Context: an optimization exercise on an open-source flow, tuned for small area and a short achievable clock period. The choices shown serve that exercise and are no tape-out recipe. At most, simulation tests tie the RTL to the original design; equivalence was not proved. The RTL of runs 3 and 4 was laid out without a check of its function. No activity file was given, so power comes from the tool's default toggle rates.

$ cat flow/flow/run.sh
#!/bin/bash
# standard layout, with plain buffers (not delay cells) on the ports
set -o pipefail
bash standard.sh "BUFFER_PORTS_ARGS=-buffer_cell sky130_fd_sc_hd__buf_2" finish > standard.log 2>&1
$ cat flow/standard.sh
#!/bin/bash
# synth_recipe.tcl (not shown) runs the flow's synth.tcl, then flattens the netlist and writes it again
# the make line also repeats each setting of config.mk as NAME=value (left out here)
make -C /OpenROAD-flow-scripts/flow DESIGN_CONFIG=/design/flow/config.mk WORK_HOME=/design/flow/orfs CLKGATE_MAP_FILE= SYNTH_SCRIPT=/design/flow/synth_recipe.tcl "${@:-finish}"
$ cat flow/config.mk
export PLATFORM = sky130hd
export DESIGN_NAME = rqfbi_top
export DESIGN_NICKNAME = rqfbi_top
export VERILOG_FILES = /design/flow/design.v
export SDC_FILE = /design/flow/constraint.sdc
export NUM_CORES = 4
export LEC_CHECK = 0
export CAP_MARGIN = 20
export CORE_MARGIN = 2
export CORE_UTILIZATION = 60
export CTS_CLUSTER_DIAMETER = 100
export CTS_CLUSTER_SIZE = 25
export SETUP_SLACK_MARGIN = 1.9
export SLEW_MARGIN = 20
$ cat flow/constraint.sdc
create_clock -name core_clock -period 4.0 [get_ports {clk}]
set_input_delay 0.8000 -clock core_clock [delete_from_list [all_inputs] [get_ports {clk}]]
set_output_delay 0.8000 -clock core_clock [all_outputs]
set_load 0.01 [all_outputs]
$ cat flow/design.v
`default_nettype none
package rqfbi_pkg;
	localparam int RQFBI_DEPTH     = 16;
	localparam int RQFBI_ITEM_BITS = 32;
	localparam int KIND_W          = 3;
	localparam int DATA_W          = 32;
	localparam int CAP_W           = 5;
	localparam logic [KIND_W-1:0] KIND_SEND_BACK  = 3'd0;
	localparam logic [KIND_W-1:0] KIND_SEND_FRONT = 3'd1;
	localparam logic [KIND_W-1:0] KIND_RECEIVE    = 3'd2;
	localparam logic [KIND_W-1:0] KIND_PEEK       = 3'd3;
	localparam logic [KIND_W-1:0] KIND_DROP_FRONT = 3'd4;
	localparam logic [KIND_W-1:0] KIND_FLUSH      = 3'd5;
	typedef struct packed {
		logic [KIND_W-1:0] kind;
		logic [DATA_W-1:0] item_data;
	} rqfbi_cmd_t;
	typedef struct packed {
		logic              accepted;
		logic [DATA_W-1:0] out_data;
		logic [CAP_W-1:0]  items_held;
		logic [CAP_W-1:0]  slots_free;
		logic              is_empty;
		logic              is_full;
	} rqfbi_res_t;
endpackage
`default_nettype wire
`default_nettype none
module ring_queue_front_back_insert #(
	parameter int DEPTH     = rqfbi_pkg::RQFBI_DEPTH,
	parameter int ITEM_BITS = rqfbi_pkg::RQFBI_ITEM_BITS
) (
	input  wire logic                          clk,
	input  wire logic                          arst_n,
	input  wire logic                          start,
	output logic                               busy,
	input  wire rqfbi_pkg::rqfbi_cmd_t         cmd,
	input  wire logic                          cfg_valid,
	output logic                               cfg_ready,
	input  wire logic [rqfbi_pkg::CAP_W-1:0]   cfg_data,
	output logic                               done,
	output rqfbi_pkg::rqfbi_res_t              result
);
	localparam int IDX_W = 4;
	localparam int CW    = rqfbi_pkg::CAP_W;
	logic [ITEM_BITS-1:0] mem [16];
	logic [ITEM_BITS-1:0] rd_data_q;
	logic [CW-1:0]    held_q;
	logic [CW-1:0]    free_q;
	logic [CW-1:0]    cap_q;
	logic             nempty_q;
	logic             full_q;
	logic [15:0]      head_q;
	logic [15:0]      tail_q;
	logic             valid_s1;
	logic             acc_s1;
	logic [CW-1:0]    res_held_q;
	logic [CW-1:0]    res_free_q;
	logic             res_empty_q;
	logic             res_full_q;
	logic [CW-1:0]    held_d;
	logic [CW-1:0]    free_d;
	logic             nempty_d;
	logic             full_d;
	logic [15:0]      head_d;
	logic [15:0]      tail_d;
	logic             fire;
	logic             cfg_fire;
	logic [CW-1:0]    cap_sat;
	logic             is_sb, is_sf, is_rd, is_pop, is_flush;
	logic             do_push, do_pop, rd_ok;
	logic             acc_d;
	logic [15:0]      we;
	logic [ITEM_BITS-1:0] front;
	assign busy      = cfg_valid;
	assign cfg_ready = ~valid_s1;
	assign fire      = start & ~cfg_valid;
	assign cfg_fire  = cfg_valid & ~valid_s1;
	always_comb begin
		if (cfg_data == '0) begin
			cap_sat = CW'(1);
		end else if (cfg_data > CW'(16)) begin
			cap_sat = CW'(16);
		end else begin
			cap_sat = cfg_data;
		end
	end
	assign is_sb    = cmd.kind == rqfbi_pkg::KIND_SEND_BACK;
	assign is_sf    = cmd.kind == rqfbi_pkg::KIND_SEND_FRONT;
	assign is_rd    = (cmd.kind == rqfbi_pkg::KIND_RECEIVE) | (cmd.kind == rqfbi_pkg::KIND_PEEK);
	assign is_pop   = (cmd.kind == rqfbi_pkg::KIND_RECEIVE) | (cmd.kind == rqfbi_pkg::KIND_DROP_FRONT);
	assign is_flush = cmd.kind == rqfbi_pkg::KIND_FLUSH;
	assign do_push = (is_sb | is_sf) & ~full_q;
	assign do_pop  = is_pop & nempty_q;
	assign rd_ok   = is_rd & nempty_q;
	assign acc_d   = do_push | rd_ok | do_pop | is_flush;
	always_comb begin
		for (int i = 0; i < 16; i++) begin
			we[i] = fire & ~full_q & ((is_sb & tail_q[i]) | (is_sf & head_q[(i + 1) % 16]));
		end
	end
	always_ff @(posedge clk) begin
		for (int i = 0; i < 16; i++) begin
			if (we[i]) begin
				mem[i] <= ITEM_BITS'(cmd.item_data);
			end
		end
	end
	always_comb begin
		front = '0;
		for (int i = 0; i < 16; i++) begin
			front = front | ({ITEM_BITS{rd_ok & head_q[i]}} & mem[i]);
		end
	end
	always_ff @(posedge clk) begin
		rd_data_q <= front;
		acc_s1    <= acc_d;
	end
	always_comb begin
		held_d  = held_q;
		free_d  = free_q;
		nempty_d = nempty_q;
		full_d  = full_q;
		head_d  = head_q;
		tail_d  = tail_q;
		if (cfg_fire) begin
			held_d  = '0;
			free_d  = cap_sat;
			nempty_d = 1'b0;
			full_d  = 1'b0;
			head_d  = 16'd1;
			tail_d  = 16'd1;
		end else if (fire) begin
			if (is_flush) begin
				held_d  = '0;
				free_d  = cap_q;
				nempty_d = 1'b0;
				full_d  = 1'b0;
				head_d  = 16'd1;
				tail_d  = 16'd1;
			end else if (do_push) begin
				held_d  = held_q + CW'(1);
				free_d  = free_q - CW'(1);
				nempty_d = 1'b1;
				full_d  = free_q == CW'(1);
				if (is_sf) begin
					head_d = {head_q[0], head_q[15:1]};
				end else begin
					tail_d = {tail_q[14:0], tail_q[15]};
				end
			end else if (do_pop) begin
				held_d  = held_q - CW'(1);
				free_d  = free_q + CW'(1);
				nempty_d = held_q != CW'(1);
				full_d  = 1'b0;
				head_d  = {head_q[14:0], head_q[15]};
			end
		end
	end
	always_ff @(posedge clk or negedge arst_n) begin
		if (!arst_n) begin
			held_q   <= '0;
			free_q   <= CW'(16);
			nempty_q <= 1'b0;
			cap_q    <= CW'(16);
			full_q   <= 1'b0;
			head_q   <= 16'd1;
			tail_q   <= 16'd1;
			valid_s1 <= 1'b0;
		end else begin
			valid_s1 <= fire;
			held_q   <= held_d;
			free_q   <= free_d;
			nempty_q <= nempty_d;
			if (cfg_fire) begin
				cap_q <= cap_sat;
			end
			full_q   <= full_d;
			head_q   <= head_d;
			tail_q   <= tail_d;
		end
	end
	always_ff @(posedge clk) begin
		res_held_q  <= held_d;
		res_free_q  <= free_d;
		res_empty_q <= ~nempty_d;
		res_full_q  <= full_d;
	end
	assign done = valid_s1;
	always_comb begin
		result            = '0;
		result.accepted   = acc_s1;
		result.out_data   = rqfbi_pkg::DATA_W'(rd_data_q);
		result.items_held = res_held_q;
		result.slots_free = res_free_q;
		result.is_empty   = res_empty_q;
		result.is_full    = res_full_q;
	end
endmodule
`default_nettype wire
`default_nettype none
module rqfbi_top (
	input  wire logic        clk,
	input  wire logic        arst_n,
	input  wire logic        start,
	output logic             busy,
	input  wire logic [2:0]  cmd_kind,
	input  wire logic [31:0] cmd_data,
	input  wire logic        cfg_valid,
	output logic             cfg_ready,
	input  wire logic [4:0]  cfg_data,
	output logic             done,
	output logic             res_accepted,
	output logic [31:0]      res_out_data,
	output logic [4:0]       res_items_held,
	output logic [4:0]       res_slots_free,
	output logic             res_is_empty,
	output logic             res_is_full
);
	rqfbi_pkg::rqfbi_cmd_t cmd;
	rqfbi_pkg::rqfbi_res_t result;
	assign cmd.kind      = cmd_kind;
	assign cmd.item_data = cmd_data;
	ring_queue_front_back_insert u_q (
		.clk       (clk),
		.arst_n    (arst_n),
		.start     (start),
		.busy      (busy),
		.cmd       (cmd),
		.cfg_valid (cfg_valid),
		.cfg_ready (cfg_ready),
		.cfg_data  (cfg_data),
		.done      (done),
		.result    (result)
	);
	assign res_accepted   = result.accepted;
	assign res_out_data   = result.out_data;
	assign res_items_held = result.items_held;
	assign res_slots_free = result.slots_free;
	assign res_is_empty   = result.is_empty;
	assign res_is_full    = result.is_full;
endmodule
`default_nettype wire
==> results of run 1 <==
==> cells by family (layout without fill, tap and decap cells) <==
family,after synthesis,in the layout
muxes,18,18
DFF,607,607
buffers and inverters,99,197
AOI/OAI and AO/OA,322,322
xor gates and xnor gates,5,5
adders and majority gates,6,6
and+or+nand+nor,187,189
==> metal layers <==
layer  vias to the layer above  track usage  routed length (um)
li1                       5284            -                   -
met1                      6444        0.426               23000
met2                       535        0.437               25600
met3                        60       0.0282                4180
met4                         2       0.0600                 963
met5                         -            0                  13
==> worst max-delay path, delay by kind of cell (launching register included) <==
family,cells,cell delay [ns]
compound gates,2,0.20
simple gates,3,0.88
flops,1,0.60
buf+inv,1,0.35
==> worst max-delay path by stage <==
stage | depth (start not counted) | slack [ns] | start | endpoint
final | 6 | 1.86 | u_q.nempty_q | u_q.rd_data_q[12]
after global routing | 5 | 1.81 | u_q.nempty_q | u_q.rd_data_q[0]
after CTS | 5 | 1.84 | u_q.nempty_q | u_q.rd_data_q[9]
after detailed placement | 6 | 0.99 | cmd_kind[2] | u_q.rd_data_q[9]
after global placement | 6 | 0.97 | cmd_kind[2] | u_q.rd_data_q[9]
after floorplan | 6 | 1.38 | cmd_kind[2] | u_q.mem[0][0]
==> power groups by stage <==
stage | combinational (W) | sequential, W | clock [W]
finish | 0.000297 | 0.00694 | 0.00322
detailed placement | 0.000288 | 0.00708 | 0
global route | 0.000326 | 0.00695 | 0.00347
global placement | 0.000281 | 0.00708 | 0
CTS | 0.000291 | 0.00694 | 0.00325
floorplan | 0.000142 | 0.00708 | 0
==> cells in the final DEF, fill, tap and decap left out, types with 17 or more instances in the layout <==
master	netlist	layout
a221oi_2	10	24
a222oi_1	45	45
a22o_1	67	67
a22oi_1	113	106
buf_2	22	88
buf_4	2	33
clkbuf_1	43	19
clkbuf_16	0	29
dfrtp_1	46	45
dfxtp_1	45	45
edfxtp_1	512	512
mux2i_1	18	18
nand2_1	35	34
nand3_1	42	42
nand4_1	21	21
nor2_1	42	23
nor2_4	0	17
==> state kept, by name, summed over array words and instances (netlist names), 16 cells and up <==
name,cells
u_q.head_q,16
u_q.mem,512
u_q.rd_data_q,32
u_q.tail_q,16
==> area by class of cell <==
type                            count  share of cell area
Sequential cell                   607               0.724
Multi-Input combinational cell    540               0.179
Timing Repair Buffer              139              0.0374
Clock buffer                       48              0.0329
Tap cell                          468              0.0242
Inverter                            8             0.00124
Clock inverter                      2            0.000878
==> metrics by stage <==
step	hold slack (ns)	instance area [um2]	worst slack, ns	utilization
floorplan	0.422	22400	1.38	-
global placement	0.429	23100	0.974	0.635
detailed placement	0.438	23100	0.994	0.635
CTS	0.231	24100	1.84	0.660
global route	0.260	24200	1.81	0.665
finish	0.212	24200	1.86	0.665
==> repair_timing <==
item | in CTS | in global routing
gates resized for setup | 25 | 16
pin swaps | 2 | 4
endpoints found under the setup margin | 340 | 187
cloned | 0 | 2
buffers inserted | 3 | 12
==> flow_metrics.py, run 1 <==
metrics = {
    "logic_synthesis": {
        "yosysSeqAreaShare": 0.794,
        "synthSimpleGateAreaFrac": 0.0452,
        "synth-async-reset-ratio": 0.0824,
        "synth_area_leaders": "edfxtp_1, dfrtp_1, dfxtp_1",
        "synth_top_area_frac": 0.696,
        "synth_common_cells": "edfxtp_1, a22oi_1, a22o_1, dfrtp_1",
        "ys_types": 57,
        "synth-xor-area-share": 0.00198,
        "synth_nets": 1294,
        "syn_area_mm2": 0.0221,
        "yosysWarnings": 2,
        "yosys.cell_count.top_type": "edfxtp_1",
        "synth_top_family_by_area": "compound AO/OA/AOI/OAI gates",
        "synthMuxAreaShare": 0.00816,
        "synth_compound_area_frac": 0.122,
        "yosys.area_share.adder": 0.00340,
        "synth_ff_type": "edfxtp_1",
        "syn_area_per_cell_um2": 17.8,
        "ys_ff_latch": 607,
        "synth-edff-count": 512,
        "synth_cells": 1244,
        "synth_largest_area_cell": "edfxtp_1",
    },
    "worst_setup_path": {
        "cpPeakStageDelay_ns": 0.64,
        "worstSetupPathType": "flop to flop",
        "start_kind": "flop",
        "reg2reg_from": "u_q.nempty_q",
        "crit_chain": "and4b_4 > buf_4 > a22oi_1 > nand4_1 > a211oi_1 > nand2_1",
        "critical-path-slowest-cell": "and4b_4",
        "arrival_ns": 2.66,
        "worstPathRequired_ns": 4.52,
        "r2r_end": "u_q.rd_data_q[12]",
        "crit_path_end_kind": "flop",
        "rrSetupSlack_ns": 1.86,
        "r2r_cells": 6,
        "crit_fanout": 21,
    },
    "timing": {
        "tns_ns": 0,
        "rsz0062_at_grt": "yes",
        "fin_crit_sh": 0.536,
        "fin_crit_ns": 2.14,
        "finalMaxSlewViolations": 0,
        "setup_viol": 0,
        "max_slew.worst_pin.slew_ns": 0.804,
        "max_freq_mhz": 467,
        "hold_viol": 0,
        "maxSlewHeadroom": 0.463,
        "finalClockSkew_ns": 0.0275,
    },
    "placement": {
        "port_buffers": 91,
        "dp.cells": 1745,
        "gp_congestion": 0.757,
        "hpwl_mm": 27.2,
    },
    "global_route": {
        "grt_pass1_wl_mm": 77.2,
        "grt_pass1_vias": 11781,
        "grt-ovfl-total": 0,
        "grt_max_degree": 33,
        "antenna_found_initial": 2,
        "grt_use_total": 0.276,
    },
    "layout": {
        "area_growth_pct": 9.63,
        "n_antenna_cell": 0,
        "nFillCells": 2473,
        "regArea_mm2": 0.0175,
        "drive_gt1_frac": 0.187,
        "multi_input_area_mm2": 0.00434,
        "nNetsFinal": 1374,
        "fin_cells": 1812,
    },
    "pwr": {
        "sw_frac_of_total": 0.200,
        "p_leak_nw": 8.22,
        "comb_power_share": 0.028,
        "finalPower_w": 0.0105,
        "power.switching_w": 0.00209,
        "ir_drop_v": 0.000354,
        "seqPwrFrac": 0.664,
        "power_density_mw_per_mm2": 432,
        "clkPwrFrac": 0.308,
        "p_int_w": 0.00836,
    },
    "floorplan": {
        "core-area_mm2": 0.0364,
        "pin_count": 92,
        "initial_utilization": 0.606,
        "die_w_um": 196,
        "die_y_um": 196,
        "die_area_mm2": 0.0384,
        "num_rows": 70,
    },
    "clocking": {
        "cts_max_level": 1,
        "tritoncts": "yes",
        "cts_sinks": 607,
        "clock_latency_ns": 0.60,
        "cts_buffers": 28,
        "hold_buffers": 0,
        "cts_buffer_depth": 3,
        "clockRootBuffer": "clkbuf_16",
        "clk_pin_slew_ns": 0.10,
    },
    "route": {
        "firstDrtPassIters": 6,
        "ant_nets": 0,
        "drc_errors": 0,
        "viasPerCell": 6.80,
        "wl_mm": 53.8,
        "route.detailed.wl_per_inst_um": 29.7,
        "vias": 12325,
        "drtIter0Drc": 1480,
    },
    "worst_hold_path": {
        "hp-class": "primary input to async pin",
    },
    "outcome": {
        "status": "finished clean",
    },
    "job": {
        "max_cap_viol_count": 0,
    },
}
==> run 2, diff against run 1 <==
--- a/flow/config.mk
+++ b/flow/config.mk
@@ -7,7 +7,7 @@
 export LEC_CHECK = 0
 export CAP_MARGIN = 20
 export CORE_MARGIN = 2
-export CORE_UTILIZATION = 60
+export CORE_UTILIZATION = 40
 export CTS_CLUSTER_DIAMETER = 100
 export CTS_CLUSTER_SIZE = 25
 export SETUP_SLACK_MARGIN = 1.9
==> run 2 against run 1 <==
Count of clock-buffer cells in the layout up 2. Critical path type unchanged. Global-route usage fell by 8.9 points. Sequential share of layout area down 1.3 points. Critical endpoint is now u_q.rd_data_q[8]. Still clean on timing, DRC and antenna. Synthesized area is the same. Via count decreased by 0.33%. First-iteration DRC count increased by 9.8%. Die area up 49%. Combinational power increased by 4%. Clock power increased by 2%.
==> flow_metrics.py, run 2 <==
metrics = {
    "outcome": {
        "status": "finished clean",
    },
    "timing": {
        "finalClockSkew_ns": 0.0332,
        "max_freq_mhz": 467,
        "fin_crit_sh": 0.535,
        "max_slew.worst_pin.slew_ns": 0.809,
        "finalMaxSlewViolations": 0,
        "setup_viol": 0,
        "rsz0062_at_grt": "yes",
        "fin_crit_ns": 2.14,
        "hold_viol": 0,
        "maxSlewHeadroom": 0.460,
        "tns_ns": 0,
        "holdWs_ns": 0.209,
    },
    "worst_setup_path": {
        "crit_fanout": 32,
        "crit_buf_inv": 1,
        "start_kind": "flop",
        "worstPathRequired_ns": 4.50,
        "r2r_end": "u_q.rd_data_q[8]",
        "r2r_cells": 6,
        "reg2reg_from": "u_q.nempty_q",
        "crit_family": "compound AO/OA/AOI/OAI gates",
        "cp-endpoint": "u_q.rd_data_q[8]",
        "crit_path_end_kind": "flop",
        "critical-path-slowest-cell": "dfrtp_4",
        "crit_chain": "buf_4 > and4b_4 > a22o_1 > a221oi_2 > nand4_1 > a211o_1",
        "cpPeakStageDelay_ns": 0.56,
        "worstSetupPathType": "flop to flop",
        "crit_start": "u_q.nempty_q",
        "rrSetupSlack_ns": 1.86,
        "cp_num_cells": 6,
        "arrival_ns": 2.64,
    },
    "logic_synthesis": {
        "synth-async-reset-ratio": 0.0824,
        "synth_ff_type": "edfxtp_1",
        "synth-edff-count": 512,
        "yosysWarnings": 2,
        "synth_common_cells": "edfxtp_1, a22oi_1, a22o_1, dfrtp_1",
        "ys_ff_latch": 607,
        "synth_top_area_frac": 0.696,
        "syn_area_mm2": 0.0221,
        "syn_area_per_cell_um2": 17.8,
        "yosys.cell_count.top_type": "edfxtp_1",
        "synth_nets": 1294,
        "ys_types": 57,
        "synth_area_leaders": "edfxtp_1, dfrtp_1, dfxtp_1",
        "synth_cells": 1244,
        "synth_largest_area_cell": "edfxtp_1",
        "yosysSeqAreaShare": 0.794,
    },
    "global_route": {
        "grt-ovfl-total": 0,
        "antenna_found_initial": 0,
        "gr-usage-met2": 0.305,
        "grt_max_degree": 33,
        "grt_use_total": 0.187,
        "grt_pass1_wl_mm": 79.4,
        "grt-busiest-layer": "met2",
        "use_met1": 0.270,
        "met3_usage": 0.0231,
        "grt_pass1_vias": 12082,
    },
    "layout": {
        "final_cell_mix": "edfxtp_1, a22oi_1, buf_2",
        "top_register": "u_q.mem",
        "reg_top3": "u_q.mem (512), u_q.rd_data_q (32)",
        "area_growth_pct": 11.7,
        "drive_gt1_frac": 0.193,
        "final_common_cell": "edfxtp_1",
        "nNetsFinal": 1384,
        "largest_reg_flops": 512,
    },
    "route": {
        "viasPerCell": 5.96,
        "route.detailed.wl_per_inst_um": 27.2,
        "vias": 12284,
        "ant_nets": 0,
        "drc_errors": 0,
        "firstDrtPassIters": 9,
        "wl_mm": 56.2,
        "drtIter0Drc": 1625,
    },
    "clocking": {
        "cts_buffer_depth": 3,
        "cts_sinks": 607,
        "tritoncts": "yes",
        "clk_pin_slew_ns": 0.11,
        "clock_latency_ns": 0.61,
        "cts_buffers": 28,
        "clockRootBuffer": "clkbuf_16",
        "cts_max_level": 1,
    },
    "floorplan": {
        "die_area_mm2": 0.0571,
        "core-area_mm2": 0.0549,
        "pin_count": 92,
        "num_rows": 86,
        "die_y_um": 239,
        "initial_utilization": 0.402,
        "die_w_um": 239,
    },
    "pwr": {
        "p_leak_nw": 8.29,
        "ir_drop_v": 0.000367,
        "power_density_mw_per_mm2": 427,
    },
    "placement": {
        "port_buffers": 91,
        "gp_congestion": 0.797,
        "hpwl_mm": 27.5,
    },
    "job": {
        "max_cap_viol_count": 0,
    },
    "worst_hold_path": {
        "hp-class": "primary input to async pin",
    },
}
[run 2: cell count changes in the layout (fill, tap and decap cells not counted), moves of 2 or more]
| cell | delta |
|---|---|
| and4b_2 | +3 |
| clkbuf_1 | +2 |
| diode_2 | +2 |
| clkbuf_8 | +4 |
| buf_12 | +2 |
[run 2: metrics by stage]
step                      std cells  area [um2]  utilization  total power, W  worst slack, ns
after floorplan                1244       22400            -         0.00722             1.38
after global placement         1979       23400        0.427         0.00736             1.06
after detailed placement       1979       23400        0.427         0.00737             1.02
after CTS                      2039       24400        0.444          0.0106             1.88
after global routing           2060       24700        0.449          0.0108             1.79
final                          2062       24700        0.449          0.0105             1.86
[run 2: area by class of cell]
cell class	count	area, um2
sequential	607	17500
timing repair buffer	146	1000
clock inverter	2	32.5
fill	4692	30200
tap	704	881
inverter	8	30.0
multi-input combinational	543	4380
clock buffer	50	793
antenna	2	5.00
[run 2: cells by family after synthesis]
| family | share of synthesized area |
|---|---|
| xor+xnor | 0.00198 |
| fa+ha+maj | 0.00340 |
| flops | 0.794 |
| mux | 0.00816 |
| buf+inv | 0.0255 |
| compound gates | 0.122 |
| simple gates | 0.0452 |
[run 2: where the power goes]
part | total [W] | internal, W | switching (W)
Sequential | 0.00694 | 0.00690 | 0.0000387
Combinational | 0.000308 | 0.0000926 | 0.000215
Clock | 0.00327 | 0.00137 | 0.00190
Total | 0.0105 | 0.00836 | 0.00216
[run 2: layer usage]
| metal | part of all wire | vias up |
|---|---|---|
| met3 | 0.070 | 54 |
| li1 | - | 5322 |
| met2 | 0.48 | 474 |
| met5 | 0 | - |
| met1 | 0.43 | 6434 |
| met4 | 0.015 | 0 |
[run 2: timing repair]
| action | 4_1_cts | 5_1_grt |
|---|---|---|
| pin swaps | 3 | 5 |
| resized for setup | 19 | 28 |
| endpoints found under the hold margin | 0 | 0 |
| hold buffers | 0 | 0 |
| setup buffers | 8 | 16 |
| cloned | 0 | 5 |
| endpoints found under the setup margin | 128 | 388 |
[run 2: worst min path at each step]
stage / endpoint / start / cells past startpoint / slack, ns
detailed placement: u_q.rd_data_q[1] / u_q.mem[7][1] / 1 / 0.44
floorplan: u_q.rd_data_q[27] / u_q.mem[0][27] / 2 / 0.42
global placement: u_q.rd_data_q[29] / u_q.mem[8][29] / 1 / 0.44
finish: u_q.tail_q[15] / arst_n / 1 / 0.21
CTS: u_q.tail_q[13] / arst_n / 1 / 0.22
global route: u_q.tail_q[14] / arst_n / 1 / 0.26
==> run 3, diff against run 2 <==
--- a/flow/design.v
+++ b/flow/design.v
@@ -96,7 +96,7 @@
 	assign acc_d   = do_push | rd_ok | do_pop | is_flush;
 	always_comb begin
 		for (int i = 0; i < 16; i++) begin
-			we[i] = fire & ~full_q & ((is_sb & tail_q[i]) | (is_sf & head_q[(i + 1) % 16]));
+			we[i] = ~held_q[CW-1] & (tail_q[i] | head_q[(i + 1) % 16]);
 		end
 	end
 	always_ff @(posedge clk) begin
--- a/flow/config.mk
+++ b/flow/config.mk
@@ -8,7 +8,5 @@
 export CAP_MARGIN = 20
 export CORE_MARGIN = 2
 export CORE_UTILIZATION = 40
-export CTS_CLUSTER_DIAMETER = 100
-export CTS_CLUSTER_SIZE = 25
 export SETUP_SLACK_MARGIN = 1.9
 export SLEW_MARGIN = 20
==> run 3 against run 2 <==
Worst hold slack worse by 0.14 ns. Via count grew 3.6%. Combinational power grew 12%. Total power increased by 25%. First-iteration DRC count is 14% lower. Critical endpoint is now u_q.mem[15][20]. Largest cell class unchanged.
==> flow_metrics.py, run 3 <==
metrics = {
    "clocking": {
        "cts_sinks": 607,
        "cts_buffers": 58,
        "hold_buffers": 0,
        "tritoncts": "yes",
        "clk_pin_slew_ns": 0.07,
        "cts_buffer_depth": 3,
        "cts_max_level": 2,
        "clock_latency_ns": 0.64,
        "clockRootBuffer": "clkbuf_16",
    },
    "floorplan": {
        "core-area_mm2": 0.0551,
        "die_y_um": 240,
        "die_w_um": 240,
        "initial_utilization": 0.404,
        "die_area_mm2": 0.0576,
        "num_rows": 86,
        "pin_count": 92,
    },
    "layout": {
        "reg_top3": "u_q.mem (512), u_q.rd_data_q (32)",
        "drive_gt1_frac": 0.249,
        "largest_reg_flops": 512,
        "nNetsFinal": 1416,
        "final_util": 0.477,
        "area_growth_pct": 18.0,
        "final_common_cell": "edfxtp_1",
        "final_cell_mix": "edfxtp_1, a22o_1, a221oi_1",
        "nFillCells": 4669,
        "top_register": "u_q.mem",
    },
    "pwr": {
        "comb_power_share": 0.026,
        "clkPwrFrac": 0.440,
        "ir_drop_v": 0.000356,
        "p_leak_nw": 8.98,
        "sw_frac_of_total": 0.204,
        "p_int_w": 0.0105,
        "power.switching_w": 0.00269,
        "seqPwrFrac": 0.534,
        "finalPower_w": 0.0132,
        "power_density_mw_per_mm2": 502,
    },
    "worst_setup_path": {
        "crit_path_end_kind": "flop",
        "arrival_ns": 2.48,
        "crit_chain": "nor2_1 > nor2_4 > buf_4",
        "rrSetupSlack_ns": 1.81,
        "crit_family": "simple AND/OR/NAND/NOR gates",
        "worstPathRequired_ns": 4.30,
        "critical-path-slowest-cell": "nor2_4",
        "r2r_end": "u_q.mem[15][20]",
        "reg2reg_from": "u_q.head_q[0]",
        "crit_fanout": 20,
        "worstSetupPathType": "flop to flop",
        "cpPeakStageDelay_ns": 0.74,
        "r2r_cells": 3,
        "crit_buf_inv": 1,
        "start_kind": "flop",
    },
    "global_route": {
        "grt-ovfl-total": 0,
        "grt_use_total": 0.207,
        "grt_pass1_vias": 12362,
        "antenna_found_initial": 4,
        "grt_pass1_wl_mm": 85.7,
        "grt_max_degree": 40,
    },
    "timing": {
        "tns_ns": 0,
        "rsz0062_at_grt": "yes",
        "finalMaxSlewViolations": 0,
        "fin_crit_sh": 0.547,
        "hold_viol": 0,
        "max_slew.worst_pin.slew_ns": 1.13,
        "fin_crit_ns": 2.19,
        "max_freq_mhz": 457,
        "setup_viol": 0,
        "finalClockSkew_ns": 0.0390,
        "maxSlewHeadroom": 0.247,
    },
    "logic_synthesis": {
        "synth_nets": 1287,
        "syn_area_mm2": 0.0223,
        "synth_ff_type": "edfxtp_1",
        "ys_ff_latch": 607,
        "synth_largest_area_cell": "edfxtp_1",
        "synth_common_cells": "edfxtp_1, a22o_1, a221oi_1, dfrtp_1, dfxtp_1",
        "syn_area_per_cell_um2": 18.0,
        "yosys.cell_count.top_type": "edfxtp_1",
        "synth_cells": 1237,
        "synth-edff-count": 512,
        "ys_types": 57,
        "yosysWarnings": 2,
        "synth_top_area_frac": 0.690,
        "yosysSeqAreaShare": 0.787,
        "synth-async-reset-ratio": 0.0824,
        "synth_area_leaders": "edfxtp_1, a22o_1, dfrtp_1",
    },
    "placement": {
        "port_buffers": 91,
        "gp_congestion": 0.808,
        "hpwl_mm": 31.9,
    },
    "route": {
        "firstDrtPassIters": 5,
        "ant_nets": 0,
        "drc_errors": 0,
        "viasPerCell": 5.88,
        "drtIter0Drc": 1403,
        "vias": 12724,
        "wl_mm": 59.7,
        "route.detailed.wl_per_inst_um": 27.6,
    },
    "worst_hold_path": {
        "hp-class": "primary input to async pin",
    },
    "outcome": {
        "status": "finished clean",
    },
    "job": {
        "max_cap_viol_count": 0,
    },
}
[run 3: changes by cell type after synthesis, sizes merged, moves of 22 or more]
cell,previous run,this run
a221oi,34,130
a222oi,45,0
a22o,67,145
a22oi,113,0
buf,48,70
nand3,42,7
[run 3: per-stage QoR]
step / worst slack, ns / hold slack [ns] / cells / area [um2]
6_report: 1.81 / 0.0696 / 2165 / 26300
5_1_grt: 1.77 / 0.0665 / 2165 / 26300
4_1_cts: 1.78 / 0.0510 / 2153 / 26100
3_5_place_dp: 1.07 / 0.460 / 2032 / 23900
3_3_place_gp: 1.12 / 0.449 / 2032 / 23900
2_1_floorplan: 1.46 / 0.440 / 1237 / 22600
[run 3: routing by layer]
layer,global-route usage,part of all wire
met2,0.346,0.49
met4,0.0450,0.016
met3,0.0334,0.065
met5,0,0.00064
met1,0.285,0.42
[run 3: worst max path at each step]
stage	from	cells past startpoint	slack [ns]	to
floorplan	u_q.held_q[4]	3	1.46	u_q.mem[1][0]
CTS	u_q.held_q[4]	3	1.78	u_q.mem[15][20]
detailed placement	cmd_kind[1]	7	1.07	u_q.head_q[4]
finish	u_q.head_q[0]	3	1.81	u_q.mem[15][20]
global route	u_q.held_q[4]	3	1.77	u_q.mem[15][20]
global placement	cmd_kind[1]	7	1.12	u_q.head_q[4]
[run 3: cells by family after synthesis]
group	after synthesis	synth area share
simple gates	164	0.0435
xor+xnor	2	0.00163
compound gates	340	0.129
buf+inv	103	0.0283
mux	15	0.00674
flops	607	0.787
fa+ha+maj	6	0.00337
[run 3: final cells by class]
| cell class | count | area (um2) | share of cell area |
|---|---|---|---|
| Timing Repair Buffer | 164 | 1170 | 0.0447 |
| Multi-Input combinational cell | 527 | 4550 | 0.173 |
| Tap cell | 748 | 936 | 0.0356 |
| Clock buffer | 83 | 1700 | 0.0645 |
| Antenna cell | 1 | 2.50 | 0.0000952 |
| Sequential cell | 607 | 17500 | 0.667 |
| Inverter | 8 | 30.0 | 0.00114 |
| Clock inverter | 27 | 365 | 0.0139 |
[run 3: power groups by stage]
stage	combinational (W)	sequential (W)	clock (W)
after global routing	0.000377	0.00704	0.00615
after CTS	0.000344	0.00703	0.00589
after global placement	0.000329	0.00716	0
after detailed placement	0.000338	0.00717	0
after floorplan	0.000155	0.00717	0
final	0.000346	0.00704	0.00580
[run 3: timing repair]
item / CTS / global route
endpoints found under the setup margin: 208 / 138
buffers inserted: 11 / 11
pin swaps: 8 / 3
gates resized for setup: 9 / 12
==> run 4, diff against run 3 <==
--- a/flow/config.mk
+++ b/flow/config.mk
@@ -8,5 +8,7 @@
 export CAP_MARGIN = 20
 export CORE_MARGIN = 2
 export CORE_UTILIZATION = 40
-export SETUP_SLACK_MARGIN = 1.9
+export CTS_CLUSTER_DIAMETER = 100
+export CTS_CLUSTER_SIZE = 25
+export SETUP_SLACK_MARGIN = 2.0
 export SLEW_MARGIN = 20
==> run 4 against run 3 <==
Clock skew down 0.010 ns. Clock power down 43%. Global-route usage down 0.42 points. Critical path type unchanged. Largest power group unchanged.
==> flow_metrics.py, run 4 <==
metrics = {
    "layout": {
        "nNetsFinal": 1394,
        "reg_top3": "u_q.mem (512), u_q.rd_data_q (32)",
        "fin_cells": 2114,
        "final_util": 0.466,
        "top_register": "u_q.mem",
        "nFillCells": 4758,
        "final_cell_mix": "edfxtp_1, a22o_1, a221oi_2",
        "area_growth_pct": 15.3,
        "drive_gt1_frac": 0.284,
        "largest_reg_flops": 512,
        "final_common_cell": "edfxtp_1",
        "n_antenna_cell": 0,
    },
    "timing": {
        "rsz0062_at_grt": "yes",
        "hold_viol": 0,
        "fin_crit_ns": 2.03,
        "finalMaxSlewViolations": 0,
        "finalClockSkew_ns": 0.0286,
        "max_freq_mhz": 492,
        "max_slew.worst_pin.slew_ns": 1.12,
        "maxSlewHeadroom": 0.254,
        "setup_viol": 0,
        "fin_crit_sh": 0.508,
        "tns_ns": 0,
    },
    "logic_synthesis": {
        "syn_area_per_cell_um2": 18.0,
        "synth_ff_type": "edfxtp_1",
        "synth-edff-count": 512,
        "synth_area_leaders": "edfxtp_1, a22o_1, dfrtp_1",
        "synth-async-reset-ratio": 0.0824,
        "ys_types": 57,
        "yosysSeqAreaShare": 0.787,
        "synth_common_cells": "edfxtp_1, a22o_1, a221oi_1, dfrtp_1, dfxtp_1",
        "synth_nets": 1287,
        "yosys.cell_count.top_type": "edfxtp_1",
        "synth_largest_area_cell": "edfxtp_1",
        "syn_area_mm2": 0.0223,
        "synth_cells": 1237,
        "ys_ff_latch": 607,
        "yosysWarnings": 2,
        "synth_top_area_frac": 0.690,
    },
    "global_route": {
        "use_met1": 0.295,
        "grt_max_degree": 33,
        "grt_pass1_wl_mm": 85.0,
        "grt-busiest-layer": "met2",
        "met3_usage": 0.0209,
        "gr-usage-met2": 0.336,
        "antenna_found_initial": 3,
        "grt_use_total": 0.202,
        "grt_pass1_vias": 12232,
        "grt-ovfl-total": 0,
    },
    "pwr": {
        "p_int_w": 0.00847,
        "seqPwrFrac": 0.657,
        "finalPower_w": 0.0107,
        "p_leak_nw": 8.60,
        "comb_power_share": 0.035,
        "clkPwrFrac": 0.308,
        "power_density_mw_per_mm2": 417,
        "power.switching_w": 0.00223,
        "sw_frac_of_total": 0.209,
        "ir_drop_v": 0.000324,
    },
    "worst_setup_path": {
        "crit_path_end_kind": "flop",
        "worstPathRequired_ns": 4.21,
        "worstSetupPathType": "flop to flop",
        "rrSetupSlack_ns": 1.97,
        "start_kind": "flop",
        "r2r_cells": 2,
        "r2r_end": "u_q.mem[13][5]",
        "reg2reg_from": "u_q.held_q[4]",
        "arrival_ns": 2.25,
        "crit_fanout": 23,
    },
    "floorplan": {
        "core-area_mm2": 0.0551,
        "initial_utilization": 0.404,
        "die_area_mm2": 0.0576,
        "num_rows": 86,
        "pin_count": 92,
        "die_w_um": 240,
        "die_y_um": 240,
    },
    "clocking": {
        "cts_sinks": 607,
        "cts_buffer_depth": 3,
        "hold_buffers": 0,
        "clockRootBuffer": "clkbuf_16",
        "clk_pin_slew_ns": 0.10,
        "tritoncts": "yes",
        "cts_buffers": 28,
        "clock_latency_ns": 0.61,
        "cts_max_level": 1,
    },
    "placement": {
        "dp.cells": 2028,
        "hpwl_mm": 32.6,
        "port_buffers": 91,
        "gp_congestion": 0.768,
    },
    "route": {
        "firstDrtPassIters": 5,
        "drc_errors": 0,
        "route.detailed.wl_per_inst_um": 28.7,
        "wl_mm": 60.6,
        "vias": 12578,
        "drtIter0Drc": 1365,
        "viasPerCell": 5.95,
        "ant_nets": 0,
    },
    "job": {
        "max_cap_viol_count": 0,
    },
    "worst_hold_path": {
        "hp-class": "primary input to async pin",
    },
    "outcome": {
        "status": "finished clean",
    },
}
[run 4: metal layers]
metal  vias to the layer above  part of all wire
met5                         -           0.00013
met4                         2             0.013
met2                       409              0.48
met1                      6723              0.44
met3                        51             0.060
li1                       5393                 -
[run 4: worst max path at each step]
stage	start	end	slack (ns)
after floorplan	u_q.held_q[4]	u_q.mem[10][0]	1.66
after global placement	cmd_kind[1]	u_q.rd_data_q[24]	0.98
after detailed placement	cmd_kind[1]	u_q.head_q[15]	0.96
after CTS	u_q.held_q[4]	u_q.mem[7][26]	1.72
after global routing	u_q.held_q[4]	u_q.mem[15][5]	1.95
final	u_q.held_q[4]	u_q.mem[13][5]	1.97
[run 4: logic make-up after synthesis]
| group | synth area share |
|---|---|
| compound gates | 0.129 |
| xor+xnor | 0.00163 |
| fa+ha+maj | 0.00337 |
| buf+inv | 0.0283 |
| flops | 0.787 |
| mux | 0.00674 |
| simple gates | 0.0435 |
[run 4: power by group through the flow]
| stage | Clock [W] | Sequential (W) | Combinational [W] |
|---|---|---|---|
| floorplan | 0 | 0.00717 | 0.000167 |
| global placement | 0 | 0.00717 | 0.000337 |
| detailed placement | 0 | 0.00718 | 0.000346 |
| CTS | 0.00336 | 0.00703 | 0.000355 |
| global route | 0.00357 | 0.00704 | 0.000403 |
| finish | 0.00329 | 0.00703 | 0.000372 |
[run 4: metrics by stage]
stage	instance area [um2]	hold slack, ns	worst slack [ns]
final	25700	0.139	1.97
after global routing	25700	0.155	1.95
after CTS	25500	0.139	1.72
after detailed placement	24500	0.464	0.955
after global placement	24500	0.450	0.979
after floorplan	23400	0.440	1.66
[run 4: area by class of cell]
cell class	count	area [um2]	share of cell area
sequential	607	17500	0.683
multi-input combinational	533	5150	0.201
timing repair buffer	166	1190	0.0464
tap	748	936	0.0364
clock buffer	50	805	0.0313
inverter	8	33.8	0.00132
clock inverter	2	25.0	0.000974
[run 4: worst max-delay path, cell delays in order, from the launching register on]
cell     delay, ns
dfrtp_1       0.37
buf_4         0.31
nor2_2        0.93
[run 4: repair_timing]
action                                  in CTS  in global routing
hold endpoints to repair                     0                  0
gates resized for setup                     24                  8
endpoints found under the setup margin     326                143
pin swaps                                   13                  6
gates cloned                                 1                  5
setup buffers                               11                 17
==> run 5, diff against run 4 <==
--- a/flow/design.v
+++ b/flow/design.v
@@ -51,7 +51,7 @@
 	logic             nempty_q;
 	logic             full_q;
 	logic [15:0]      head_q;
-	logic [15:0]      tail_q;
+	logic [IDX_W-1:0] tail_q;
 	logic             valid_s1;
 	logic             acc_s1;
 	logic [CW-1:0]    res_held_q;
@@ -63,7 +63,8 @@
 	logic             nempty_d;
 	logic             full_d;
 	logic [15:0]      head_d;
-	logic [15:0]      tail_d;
+	logic [IDX_W-1:0] tail_d;
+	logic [15:0]      tail_dec;
 	logic             fire;
 	logic             cfg_fire;
 	logic [CW-1:0]    cap_sat;
@@ -96,7 +97,12 @@
 	assign acc_d   = do_push | rd_ok | do_pop | is_flush;
 	always_comb begin
 		for (int i = 0; i < 16; i++) begin
-			we[i] = ~held_q[CW-1] & (tail_q[i] | head_q[(i + 1) % 16]);
+			we[i] = ~held_q[CW-1] & (tail_dec[i] | head_q[(i + 1) % 16]);
+		end
+	end
+	always_comb begin
+		for (int i = 0; i < 16; i++) begin
+			tail_dec[i] = tail_q == IDX_W'(i);
 		end
 	end
 	always_ff @(posedge clk) begin
@@ -129,7 +135,7 @@
 			nempty_d = 1'b0;
 			full_d  = 1'b0;
 			head_d  = 16'd1;
-			tail_d  = 16'd1;
+			tail_d  = '0;
 		end else if (fire) begin
 			if (is_flush) begin
 				held_d  = '0;
@@ -137,7 +143,7 @@
 				nempty_d = 1'b0;
 				full_d  = 1'b0;
 				head_d  = 16'd1;
-				tail_d  = 16'd1;
+				tail_d  = '0;
 			end else if (do_push) begin
 				held_d  = held_q + CW'(1);
 				free_d  = free_q - CW'(1);
@@ -146,7 +152,7 @@
 				if (is_sf) begin
 					head_d = {head_q[0], head_q[15:1]};
 				end else begin
-					tail_d = {tail_q[14:0], tail_q[15]};
+					tail_d = tail_q + IDX_W'(1);
 				end
 			end else if (do_pop) begin
 				held_d  = held_q - CW'(1);
@@ -165,7 +171,7 @@
 			cap_q    <= CW'(16);
 			full_q   <= 1'b0;
 			head_q   <= 16'd1;
-			tail_q   <= 16'd1;
+			tail_q   <= '0;
 			valid_s1 <= 1'b0;
 		end else begin
 			valid_s1 <= fire;
==> run 5 against run 4 <==
Still clean on timing, DRC and antenna. Total power is 0.23% higher. Clock skew is 0.0050 ns lower. Cell count up 0.61%. Synthesized area fell by 2.0%. Largest cell class unchanged.
==> flow_metrics.py, run 5 <==
metrics = {
    "clocking": {
        "clock_latency_ns": 0.61,
        "cts_sinks": 595,
        "cts_buffers": 28,
        "clk_pin_slew_ns": 0.10,
        "clockRootBuffer": "clkbuf_16",
        "tritoncts": "yes",
        "cts_buffer_depth": 3,
        "cts_max_level": 1,
    },
    "timing": {
        "rsz0062_at_grt": "yes",
        "max_slew.worst_pin.slew_ns": 0.915,
        "max_freq_mhz": 505,
        "maxSlewHeadroom": 0.390,
        "finalMaxSlewViolations": 0,
        "fin_crit_sh": 0.495,
        "finalClockSkew_ns": 0.0236,
        "fin_crit_ns": 1.98,
        "hold_viol": 0,
        "setup_viol": 0,
        "tns_ns": 0,
    },
    "worst_setup_path": {
        "crit_family": "flip-flops",
        "worstPathRequired_ns": 3.20,
        "crit_buf_inv": 2,
        "crit_fanout": 3,
        "arrival_ns": 1.18,
        "cpPeakStageDelay_ns": 0.40,
        "start_kind": "flop",
        "worstSetupPathType": "flop to output pin",
        "critical-path-slowest-cell": "dfrtp_1",
        "crit_chain": "inv_1 > buf_2",
        "crit_path_end_kind": "output pin",
        "rrSetupSlack_ns": 2.04,
    },
    "layout": {
        "final_cell_mix": "edfxtp_1, a22o_1, a221oi_2",
        "largest_reg_flops": 512,
        "final_util": 0.484,
        "nNetsFinal": 1463,
        "reg_top3": "u_q.mem (512), u_q.rd_data_q (32), u_q.head_q (16)",
        "top_register": "u_q.mem",
        "drive_gt1_frac": 0.313,
        "nFillCells": 4455,
        "area_growth_pct": 19.5,
        "final_common_cell": "edfxtp_1",
    },
    "logic_synthesis": {
        "synth_nets": 1295,
        "synth_cells": 1241,
        "synth_largest_area_cell": "edfxtp_1",
        "synth_common_cells": "edfxtp_1, a221oi_1, a22o_1, clkbuf_1, dfxtp_1",
        "synth_top_area_frac": 0.704,
        "yosysWarnings": 2,
        "ys_types": 58,
        "synth_area_leaders": "edfxtp_1, a221oi_1, a22o_1",
        "synth-edff-count": 512,
        "ys_ff_latch": 595,
        "syn_area_per_cell_um2": 17.6,
        "syn_area_mm2": 0.0218,
        "synth-async-reset-ratio": 0.0639,
        "yosys.cell_count.top_type": "edfxtp_1",
        "yosysSeqAreaShare": 0.789,
        "synth_ff_type": "edfxtp_1",
    },
    "route": {
        "drtIter0Drc": 1412,
        "ant_nets": 0,
        "wl_mm": 62.7,
        "viasPerCell": 6.05,
        "route.detailed.wl_per_inst_um": 29.5,
        "drc_errors": 0,
        "firstDrtPassIters": 6,
        "vias": 12878,
    },
    "global_route": {
        "grt-ovfl-total": 0,
        "grt_use_total": 0.217,
        "grt_max_degree": 39,
        "grt_pass1_vias": 12550,
        "antenna_found_initial": 3,
        "grt_pass1_wl_mm": 89.0,
    },
    "worst_hold_path": {
        "hp-class": "primary input to async pin",
    },
    "outcome": {
        "status": "finished clean",
    },
    "floorplan": {
        "die_y_um": 238,
        "core-area_mm2": 0.0539,
        "num_rows": 85,
        "die_w_um": 238,
        "pin_count": 92,
        "initial_utilization": 0.405,
        "die_area_mm2": 0.0565,
    },
    "placement": {
        "hpwl_mm": 32.6,
        "port_buffers": 91,
        "gp_congestion": 0.763,
    },
    "pwr": {
        "power_density_mw_per_mm2": 411,
        "p_leak_nw": 8.88,
        "ir_drop_v": 0.000354,
    },
    "job": {
        "max_cap_viol_count": 0,
    },
}
[run 5: worst paths after layout]
| check | start | to | cells after the start |
|---|---|---|---|
| hold / removal | arst_n | u_q.valid_s1 | 1 |
| setup / recovery | u_q.valid_s1 | cfg_ready | 2 |
| min in group core_clock | cfg_data[1] | u_q.cap_q[1] | 3 |
| hold reg to reg | u_q.cap_q[4] | u_q.cap_q[4] | 2 |
| setup reg to reg | u_q.nempty_q | u_q.rd_data_q[5] | 6 |
| max in group asynchronous | arst_n | u_q.nempty_q | 1 |
[run 5: what timing repair did]
item | in CTS | in global routing
cloned | 7 | 5
resized for setup | 45 | 25
setup buffers | 50 | 30
hold endpoints to repair | 0 | 0
pin swaps | 20 | 6
endpoints found under the setup margin | 400 | 304
hold buffers | 0 | 0
[run 5: layout make-up]
class                      instances  area (um2)  share of cell area
clock buffer                      49         811              0.0311
clock inverter                     2        36.3             0.00139
tap                              696         871              0.0334
inverter                          15        60.1             0.00230
antenna                            1        2.50           0.0000959
timing repair buffer             225        1760              0.0674
sequential                       595       17200               0.661
multi-input combinational        544        5310               0.204
[run 5: stage by stage]
step / hold slack [ns] / power [W] / cell area, um2 / cells / setup slack (ns)
floorplan: 0.439 / 0.00727 / 23100 / 1241 / 1.74
global placement: 0.448 / 0.00746 / 24200 / 1983 / 1.06
detailed placement: 0.453 / 0.00748 / 24200 / 1983 / 0.981
CTS: 0.325 / 0.0108 / 25600 / 2091 / 1.87
global route: 0.356 / 0.0110 / 26100 / 2126 / 1.95
finish: 0.303 / 0.0107 / 26100 / 2127 / 2.02
[run 5: routing by layer]
metal	up-vias	wire length (um)	track usage
met5	-	13	0
met4	2	1300	0.0488
met3	78	4980	0.0369
met2	552	30000	0.357
met1	6705	26400	0.303
li1	5541	-	-
[run 5: report_power, final]
| part | internal, W | switching, W | leakage [nW] |
|---|---|---|---|
| Combinational | 0.000127 | 0.000311 | 2.92 |
| Clock | 0.00141 | 0.00193 | 0.404 |
| Sequential | 0.00688 | 0.0000641 | 5.56 |
[run 5: cell families (layout without fill, tap and decap cells)]
logic type,after synthesis,after routing,synth area share
DFF,595,595,0.789
AOI/OAI and AO/OA,344,344,0.132
and+or+nand+nor,161,171,0.0426
buffers and inverters,112,291,0.0214
muxes,18,18,0.00842
adders and majority gates,10,10,0.00573
xor gates and xnor gates,1,1,0.000401
other,0,1,0
==> run 6, diff against run 5 <==
--- a/flow/config.mk
+++ b/flow/config.mk
@@ -10,5 +10,5 @@
 export CORE_UTILIZATION = 40
 export CTS_CLUSTER_DIAMETER = 100
 export CTS_CLUSTER_SIZE = 25
-export SETUP_SLACK_MARGIN = 2.0
+export SETUP_SLACK_MARGIN = 1.9
 export SLEW_MARGIN = 20
==> run 6 against run 5 <==
Still clean on timing, DRC and antenna. Clock skew is 0.0030 ns lower. Setup slack worse by 0.12 ns. Critical path depth rose by 3. Die area did not move. Utilization down 1.9 points. Sequential cell count unchanged. Via count fell by 1.0%. Critical endpoint is now u_q.mem[6][26]. Largest cell class unchanged. Largest power group unchanged. Highest routed layer unchanged.
==> flow_metrics.py, run 6 <==
metrics = {
    "clocking": {
        "cts_buffers": 28,
        "clk_pin_slew_ns": 0.11,
        "clockRootBuffer": "clkbuf_16",
        "tritoncts": "yes",
        "clock_latency_ns": 0.62,
        "cts_max_level": 1,
        "hold_buffers": 0,
        "cts_buffer_depth": 3,
        "cts_sinks": 595,
    },
    "pwr": {
        "ir_drop_v": 0.000370,
        "power_density_mw_per_mm2": 424,
        "p_leak_nw": 8.40,
    },
    "placement": {
        "port_buffers": 91,
        "hpwl_mm": 32.5,
        "gp_congestion": 0.778,
    },
    "logic_synthesis": {
        "syn_area_per_cell_um2": 17.6,
        "syn_area_mm2": 0.0218,
        "yosysSeqAreaShare": 0.789,
        "synth_top_area_frac": 0.704,
        "synth_cells": 1241,
        "synthSimpleGateAreaFrac": 0.0426,
        "synth_compound_area_frac": 0.132,
        "synth-edff-count": 512,
        "synth_area_leaders": "edfxtp_1, a221oi_1, a22o_1",
        "ys_ff_latch": 595,
        "synthMuxAreaShare": 0.00842,
        "ys_types": 58,
        "synth_nets": 1295,
        "synth_top_family_by_area": "compound AO/OA/AOI/OAI gates",
        "synth-xor-area-share": 0.000401,
        "yosys.cell_count.top_type": "edfxtp_1",
        "synth_ff_type": "edfxtp_1",
        "yosys.area_share.adder": 0.00573,
        "synth-async-reset-ratio": 0.0639,
        "synth_largest_area_cell": "edfxtp_1",
        "synth_common_cells": "edfxtp_1, a221oi_1, a22o_1, clkbuf_1, dfxtp_1",
        "yosysWarnings": 2,
    },
    "timing": {
        "fin_crit_sh": 0.525,
        "max_freq_mhz": 476,
        "max_slew.worst_pin.slew_ns": 0.887,
        "finalMaxSlewViolations": 0,
        "tns_ns": 0,
        "hold_viol": 0,
        "maxSlewHeadroom": 0.409,
        "rsz0062_at_grt": "yes",
        "finalClockSkew_ns": 0.0206,
        "setup_viol": 0,
        "fin_crit_ns": 2.10,
    },
    "layout": {
        "final_cell_mix": "edfxtp_1, a22o_1, a221oi_1",
        "multi_input_area_mm2": 0.00460,
        "final_util": 0.465,
        "nNetsFinal": 1421,
        "drive_gt1_frac": 0.226,
        "largest_reg_flops": 512,
        "nFillCells": 4589,
        "final_common_cell": "edfxtp_1",
        "top_register": "u_q.mem",
        "reg_top3": "u_q.mem (512), u_q.rd_data_q (32), u_q.head_q (16)",
        "regArea_mm2": 0.0172,
        "area_growth_pct": 14.8,
    },
    "global_route": {
        "grt_max_degree": 39,
        "grt_pass1_vias": 12441,
        "grt_use_total": 0.207,
        "antenna_found_initial": 4,
        "grt-ovfl-total": 0,
        "grt_pass1_wl_mm": 85.6,
    },
    "route": {
        "wl_mm": 59.5,
        "ant_nets": 0,
        "drtIter0Drc": 1435,
        "drc_errors": 0,
        "route.detailed.wl_per_inst_um": 28.6,
        "viasPerCell": 6.12,
        "firstDrtPassIters": 5,
        "vias": 12746,
    },
    "worst_setup_path": {
        "worstSetupPathType": "flop to flop",
        "arrival_ns": 2.39,
        "crit_path_end_kind": "flop",
        "crit_fanout": 15,
        "worstPathRequired_ns": 4.29,
        "start_kind": "flop",
    },
    "outcome": {
        "status": "finished clean",
    },
    "floorplan": {
        "die_area_mm2": 0.0565,
        "core-area_mm2": 0.0539,
        "die_w_um": 238,
        "initial_utilization": 0.405,
        "pin_count": 92,
        "num_rows": 85,
        "die_y_um": 238,
    },
    "worst_hold_path": {
        "hp-class": "primary input to async pin",
    },
    "job": {
        "max_cap_viol_count": 0,
    },
}
run 6: cells by family (layout without fill, tap and decap cells):
logic type	Yosys count	count (layout)
mux	18	18
xor+xnor	1	1
fa+ha+maj	10	10
buf+inv	112	255
compound gates	344	344
other cells	0	1
simple gates	161	162
flops	595	595
run 6: worst max-delay path: stages (launching register included):
cell and delay [ns]:
dfrtp_1 0.57, inv_1 0.13, nor2_1 0.22, a21oi_1 0.14, nor2_4 0.31, buf_4 0.39
run 6: metal layers:
layer	global-route usage	vias to the layer above	share of wire
li1	-	5419	-
met2	0.339	565	0.48
met1	0.296	6673	0.43
met4	0.0391	6	0.020
met5	0	-	0.00066
met3	0.0340	83	0.075
run 6: report_power, final:
group          internal [W]  switching (W)
registers           0.00688      0.0000626
clock network       0.00134        0.00192
logic              0.000117       0.000297
run 6: layout make-up:
class	count	area share
diodes	1	0.0000999
clock buffers	44	0.0304
multi-input cells	535	0.184
flip-flops and latches	595	0.688
repair buffers	192	0.0581
well taps	696	0.0348
clock inverters	4	0.00280
inverters	15	0.00240
run 6: worst paths after layout:
path                               start        endpoint  slack, ns  depth (start not counted)
setup / recovery           u_q.tail_q[2]  u_q.mem[6][26]       1.90                          5
hold / removal                    arst_n   u_q.head_q[8]       0.29                          1
setup reg to reg           u_q.tail_q[2]  u_q.mem[6][26]       1.90                          5
hold reg to reg             u_q.cap_q[4]    u_q.cap_q[4]       0.47                          2
max in group asynchronous         arst_n    u_q.nempty_q       3.06                          1
min in group core_clock      cfg_data[4]    u_q.cap_q[4]       0.44                          3
run 6: repair_timing:
action | CTS | global route
gates resized for setup | 32 | 26
cloned | 0 | 1
endpoints found under the setup margin | 229 | 161
pin swaps | 13 | 7
buffers inserted | 28 | 25
run 6: through the flow:
step,area [um2],hold slack (ns),power (W),cells,worst slack (ns)
after floorplan,22100,0.439,0.00726,1241,1.39
after global placement,23500,0.447,0.00746,1979,0.969
after detailed placement,23500,0.456,0.00747,1979,1.01
after CTS,24700,0.306,0.0107,2055,1.86
after global routing,25100,0.342,0.0109,2081,1.86
final,25100,0.294,0.0106,2082,1.90
==> run 7, diff against run 6 <==
--- a/flow/config.mk
+++ b/flow/config.mk
@@ -10,5 +10,5 @@
 export CORE_UTILIZATION = 40
 export CTS_CLUSTER_DIAMETER = 100
 export CTS_CLUSTER_SIZE = 25
-export SETUP_SLACK_MARGIN = 1.9
+export SETUP_SLACK_MARGIN = 2.1
 export SLEW_MARGIN = 20
==> run 7 against run 6 <==
Clock skew is 0.00081 ns lower. First-iteration DRC count grew 4.2%. Cell count grew 2.1%. Wire length up 9.4%. Combinational power increased by 19%. Sequential power barely moved. Sequential cell count unchanged. Global-route usage increased by 2.0 points. Non-clock buffer count up 35.
==> flow_metrics.py, run 7 <==
metrics = {
    "logic_synthesis": {
        "ys_types": 58,
        "syn_area_per_cell_um2": 17.6,
        "yosys.cell_count.top_type": "edfxtp_1",
        "synth_area_leaders": "edfxtp_1, a221oi_1, a22o_1",
        "synth_common_cells": "edfxtp_1, a221oi_1, a22o_1, clkbuf_1, dfxtp_1",
        "synth-async-reset-ratio": 0.0639,
        "synth_ff_type": "edfxtp_1",
        "syn_area_mm2": 0.0218,
        "synth_cells": 1241,
        "ys_ff_latch": 595,
        "yosysSeqAreaShare": 0.789,
        "synth_top_area_frac": 0.704,
        "synth-edff-count": 512,
        "synth_largest_area_cell": "edfxtp_1",
        "yosysWarnings": 2,
        "synth_nets": 1295,
    },
    "route": {
        "ant_nets": 0,
        "wl_mm": 65.1,
        "route.detailed.wl_per_inst_um": 30.6,
        "firstDrtPassIters": 5,
        "viasPerCell": 6.20,
        "drc_errors": 0,
        "drtIter0Drc": 1495,
        "vias": 13167,
    },
    "worst_setup_path": {
        "r2r_cells": 8,
        "crit_fanout": 6,
        "worstSetupPathType": "flop to flop",
        "worstPathRequired_ns": 4.48,
        "crit_chain": "buf_12 > buf_6 > buf_6 > and4b_4 > buf_12 > a22o_1 > a221oi_2 > nand4_1",
        "arrival_ns": 2.54,
        "rrSetupSlack_ns": 1.94,
        "crit_path_end_kind": "flop",
        "start_kind": "flop",
        "critical-path-slowest-cell": "dfrtp_4",
        "cpPeakStageDelay_ns": 0.54,
        "reg2reg_from": "u_q.nempty_q",
        "r2r_end": "u_q.rd_data_q[9]",
    },
    "floorplan": {
        "die_y_um": 238,
        "num_rows": 85,
        "pin_count": 92,
        "die_w_um": 238,
        "core-area_mm2": 0.0539,
        "die_area_mm2": 0.0565,
        "initial_utilization": 0.405,
    },
    "timing": {
        "setup_viol": 0,
        "rsz0062_at_grt": "yes",
        "hold_viol": 0,
        "finalClockSkew_ns": 0.0198,
        "fin_crit_ns": 2.06,
        "fin_crit_sh": 0.514,
        "tns_ns": 0,
        "max_freq_mhz": 486,
        "finalMaxSlewViolations": 0,
        "max_slew.worst_pin.slew_ns": 0.909,
        "maxSlewHeadroom": 0.394,
    },
    "pwr": {
        "p_int_w": 0.00848,
        "p_leak_nw": 9.04,
        "power.switching_w": 0.00231,
        "sw_frac_of_total": 0.214,
        "power_density_mw_per_mm2": 403,
        "seqPwrFrac": 0.644,
        "ir_drop_v": 0.000322,
        "clkPwrFrac": 0.311,
        "comb_power_share": 0.045,
    },
    "clocking": {
        "cts_buffers": 28,
        "cts_max_level": 1,
        "cts_buffer_depth": 3,
        "hold_buffers": 0,
        "clockRootBuffer": "clkbuf_16",
        "cts_sinks": 595,
        "clock_latency_ns": 0.61,
        "clk_pin_slew_ns": 0.10,
        "tritoncts": "yes",
    },
    "placement": {
        "gp_congestion": 0.755,
        "dpl_cell_area_mm2": 0.0242,
        "hpwl_mm": 33.4,
        "port_buffers": 91,
    },
    "global_route": {
        "grt_pass1_vias": 12836,
        "grt_pass1_wl_mm": 92.3,
        "grt_use_total": 0.227,
        "grt-ovfl-total": 0,
        "antenna_found_initial": 1,
        "grt_max_degree": 39,
    },
    "layout": {
        "final_cell_mix": "edfxtp_1, a22o_1, a221oi_2",
        "fin_area_mm2": 0.0268,
        "n_antenna_cell": 0,
        "reg_top3": "u_q.mem (512), u_q.rd_data_q (32), u_q.head_q (16)",
        "final_common_cell": "edfxtp_1",
        "nNetsFinal": 1462,
        "largest_reg_flops": 512,
        "area_growth_pct": 22.7,
        "drive_gt1_frac": 0.346,
        "top_register": "u_q.mem",
        "final_util": 0.497,
    },
    "outcome": {
        "status": "finished clean",
    },
    "job": {
        "max_cap_viol_count": 0,
    },
    "worst_hold_path": {
        "hp-class": "primary input to async pin",
    },
}
==> run 7: cell counts after synthesis <==
Identical to the previous run, type by type.
==> run 7: logic make-up after synthesis <==
logic type,after synthesis,synth area share
buffers and inverters,112,0.0214
flip-flops,595,0.789
AND/OR/NAND/NOR,161,0.0426
AO/OA/AOI/OAI,344,0.132
multiplexers,18,0.00842
adder cells (fa/ha/maj),10,0.00573
XOR/XNOR,1,0.000401
==> run 7: final cells by class <==
class / instances / area [um2]
Fill cell: 4315 / 27100
Sequential cell: 595 / 17300
Multi-Input combinational cell: 541 / 5540
Clock buffer: 46 / 790
Timing Repair Buffer: 227 / 2200
Tap cell: 696 / 871
Inverter: 15 / 60.1
Clock inverter: 5 / 67.6
==> run 7: worst max path at each step <==
stage | startpoint | to | slack [ns] | cells past startpoint
finish | u_q.nempty_q | u_q.rd_data_q[9] | 1.94 | 8
global route | u_q.nempty_q | u_q.rd_data_q[8] | 1.87 | 8
CTS | u_q.nempty_q | u_q.rd_data_q[9] | 1.95 | 8
detailed placement | cmd_kind[1] | u_q.rd_data_q[5] | 0.90 | 6
global placement | cmd_kind[1] | u_q.rd_data_q[5] | 0.96 | 6
floorplan | cmd_kind[2] | u_q.free_q[3] | 1.74 | 6
==> run 7: worst max-delay path, delay by kind of cell, from the launching register on <==
family                 cells  cell delay [ns]
DFF                        1             0.54
buffers and inverters      4             0.55
AOI/OAI and AO/OA          2             0.39
and+or+nand+nor            2             0.43
==> run 7: power groups by stage <==
stage / clock (W) / sequential [W] / combinational (W)
2_1_floorplan: 0 / 0.00708 / 0.000200
3_3_place_gp: 0 / 0.00708 / 0.000391
3_5_place_dp: 0 / 0.00709 / 0.000403
4_1_cts: 0.00341 / 0.00694 / 0.000464
5_1_grt: 0.00362 / 0.00696 / 0.000523
6_report: 0.00335 / 0.00695 / 0.000491
==> run 7: timing repair <==
| item | 4_1_cts | 5_1_grt |
|---|---|---|
| pin swaps | 59 | 18 |
| gates resized for setup | 144 | 42 |
| setup endpoints to repair | 520 | 392 |
| setup buffers | 69 | 9 |
| cloned | 14 | 2 |
==> run 7: routing by layer <==
layer / up-vias / routed length [um] / GRT usage
li1: 5547 / - / -
met2: 663 / 30500 / 0.361
met1: 6852 / 27200 / 0.317
met5: - / 14 / 0
met4: 2 / 1520 / 0.0581
met3: 103 / 5870 / 0.0535
==> run 7: stage by stage <==
| stage | instances | worst slack, ns | total power [W] | hold WS [ns] |
|---|---|---|---|---|
| after floorplan | 1241 | 1.74 | 0.00728 | 0.439 |
| after global placement | 1980 | 0.961 | 0.00747 | 0.449 |
| after detailed placement | 1980 | 0.898 | 0.00749 | 0.452 |
| after CTS | 2114 | 1.95 | 0.0108 | 0.330 |
| after global routing | 2125 | 1.87 | 0.0111 | 0.360 |
| final | 2125 | 1.94 | 0.0108 | 0.304 |
==> run 8, diff against run 7 <==
--- a/flow/design.v
+++ b/flow/design.v
@@ -115,11 +115,11 @@
 	always_comb begin
 		front = '0;
 		for (int i = 0; i < 16; i++) begin
-			front = front | ({ITEM_BITS{rd_ok & head_q[i]}} & mem[i]);
+			front = front | ({ITEM_BITS{head_q[i]}} & mem[i]);
 		end
 	end
 	always_ff @(posedge clk) begin
-		rd_data_q <= front;
+		rd_data_q <= {ITEM_BITS{rd_ok}} & front;
 		acc_s1    <= acc_d;
 	end
 	always_comb begin
==> run 8 against run 7 <==
Worst hold slack improved by 0.014 ns. Sequential cell count unchanged. Count of clock-buffer cells in the layout shrank 4. Synthesized cell count decreased by 0.32%. Combinational power is 3% higher. Utilization decreased by 3.3 points. Largest power group unchanged. Cell count fell by 2.2%. Critical path type is now flop to output pin.
==> flow_metrics.py, run 8 <==
metrics = {
    "timing": {
        "fin_crit_ns": 2.00,
        "fin_crit_sh": 0.500,
        "hold_viol": 0,
        "max_slew.worst_pin.slew_ns": 0.899,
        "tns_ns": 0,
    },
    "worst_setup_path": {
        "crit_path_end_kind": "output pin",
        "critical-path-slowest-cell": "dfrtp_1",
        "start_kind": "flop",
        "crit_start": "u_q.valid_s1",
        "reg2reg_from": "u_q.held_q[4]",
        "crit_fanout": 4,
        "worstPathRequired_ns": 3.20,
        "crit_chain": "inv_2 > buf_6",
        "worstSetupPathType": "flop to output pin",
    },
    "logic_synthesis": {
        "synth_common_cells": "edfxtp_1, a221oi_1, a22o_1, clkbuf_1, a22oi_1",
        "yosysSeqAreaShare": 0.797,
        "synth-edff-count": 512,
        "synth_nets": 1291,
        "synth_cells": 1237,
        "ys_types": 56,
        "ys_ff_latch": 595,
        "syn_area_per_cell_um2": 17.5,
        "synth_ff_type": "edfxtp_1",
    },
    "layout": {
        "nNetsFinal": 1421,
        "top_register": "u_q.mem",
        "reg_top3": "u_q.mem (512), u_q.rd_data_q (32), u_q.head_q (16)",
        "n_antenna_cell": 0,
        "drive_gt1_frac": 0.228,
        "final_cell_mix": "edfxtp_1, a22o_1, a221oi_1",
    },
    "floorplan": {
        "die_y_um": 236,
        "die_w_um": 236,
        "initial_utilization": 0.403,
    },
    "global_route": {
        "grt_use_total": 0.207,
        "grt_pass1_wl_mm": 85.4,
        "grt-ovfl-total": 0,
        "grt_max_degree": 39,
        "grt_pass1_vias": 12200,
    },
    "route": {
        "vias": 12563,
        "drc_errors": 0,
        "wl_mm": 59.6,
        "firstDrtPassIters": 5,
        "route.detailed.wl_per_inst_um": 28.7,
    },
    "clocking": {
        "cts_buffer_depth": 3,
        "clock_latency_ns": 0.64,
        "cts_buffers": 28,
        "cts_sinks": 595,
    },
    "outcome": {
        "status": "finished clean",
    },
    "pwr": {
        "ir_drop_v": 0.000368,
    },
    "worst_hold_path": {
        "hp-class": "primary input to async pin",
    },
}
run 8: cell count changes after synthesis, moves of 17 or more:
cell	previous run	this run
a221oi_1	129	96
a22o_1	129	96
a22oi_1	0	66
a31oi_1	8	43
and3_1	3	35
and4b_1	17	0
nand4_1	32	2
run 8: worst paths after layout:
kind	to	slack, ns	depth (start not counted)
worst max-delay path	cfg_ready	2.00	2
worst min-delay path	u_q.free_q[2]	0.32	1
worst max register to register	u_q.mem[0][29]	2.12	3
worst min register to register	u_q.cap_q[4]	0.47	2
max in group asynchronous	u_q.held_q[4]	3.01	1
min in group core_clock	u_q.cap_q[4]	0.41	3
run 8: logic make-up after synthesis:
logic type / after synthesis / share of synthesized area
DFF: 595 / 0.797
AOI/OAI and AO/OA: 363 / 0.134
and+or+nand+nor: 143 / 0.0340
buffers and inverters: 100 / 0.0182
muxes: 16 / 0.00741
xor gates and xnor gates: 10 / 0.00405
adders and majority gates: 10 / 0.00579
run 8: metrics by stage:
step / setup slack (ns) / area (um2) / cells / util
floorplan: 1.76 / 21800 / 1237 / -
global placement: 1.22 / 23100 / 1973 / 0.431
detailed placement: 1.32 / 23100 / 1974 / 0.431
CTS: 1.98 / 24600 / 2061 / 0.459
global route: 1.94 / 24900 / 2079 / 0.464
finish: 2.00 / 24900 / 2079 / 0.464
run 8: what timing repair did:
action | CTS | global route
cloned | 2 | 1
setup endpoints to repair | 541 | 212
pin swaps | 18 | 5
gates resized for setup | 75 | 19
setup buffers | 39 | 17
run 8: final cells by class:
class                   instances  area, um2
clock buffers                  42        763
inverters                      11       45.0
repair buffers                187       1580
well taps                     696        871
clock inverters                 4       62.6
flip-flops and latches        595      17300
fillers                      4605      28700
multi-input cells             544       4230
run 8: critical path, delay by kind of cell, from the launching register on:
kind                   cells  cell delay [ns]
buffers and inverters      2             0.19
flip-flops                 1             0.43
run 8: power breakdown:
part / internal [W] / switching, W / leakage [nW]
Clock: 0.00135 / 0.00191 / 0.392
Combinational: 0.000173 / 0.000333 / 2.12
Sequential: 0.00687 / 0.0000659 / 5.55
run 8: layer usage:
metal	up-vias	routed length, um	track usage
li1	5333	-	-
met1	6641	26000	0.306
met2	531	28700	0.338
met3	56	4240	0.0233
met4	2	763	0.0332
met5	-	16	0

Check on run 8: ideal ports give 2.000 ns setup slack; a clkbuf_16 on the clock port and buf_2 on the inputs give 1.941 ns; moving port delays by the midpoint clock arrival (0.670 ns) as well gives 1.546 ns.
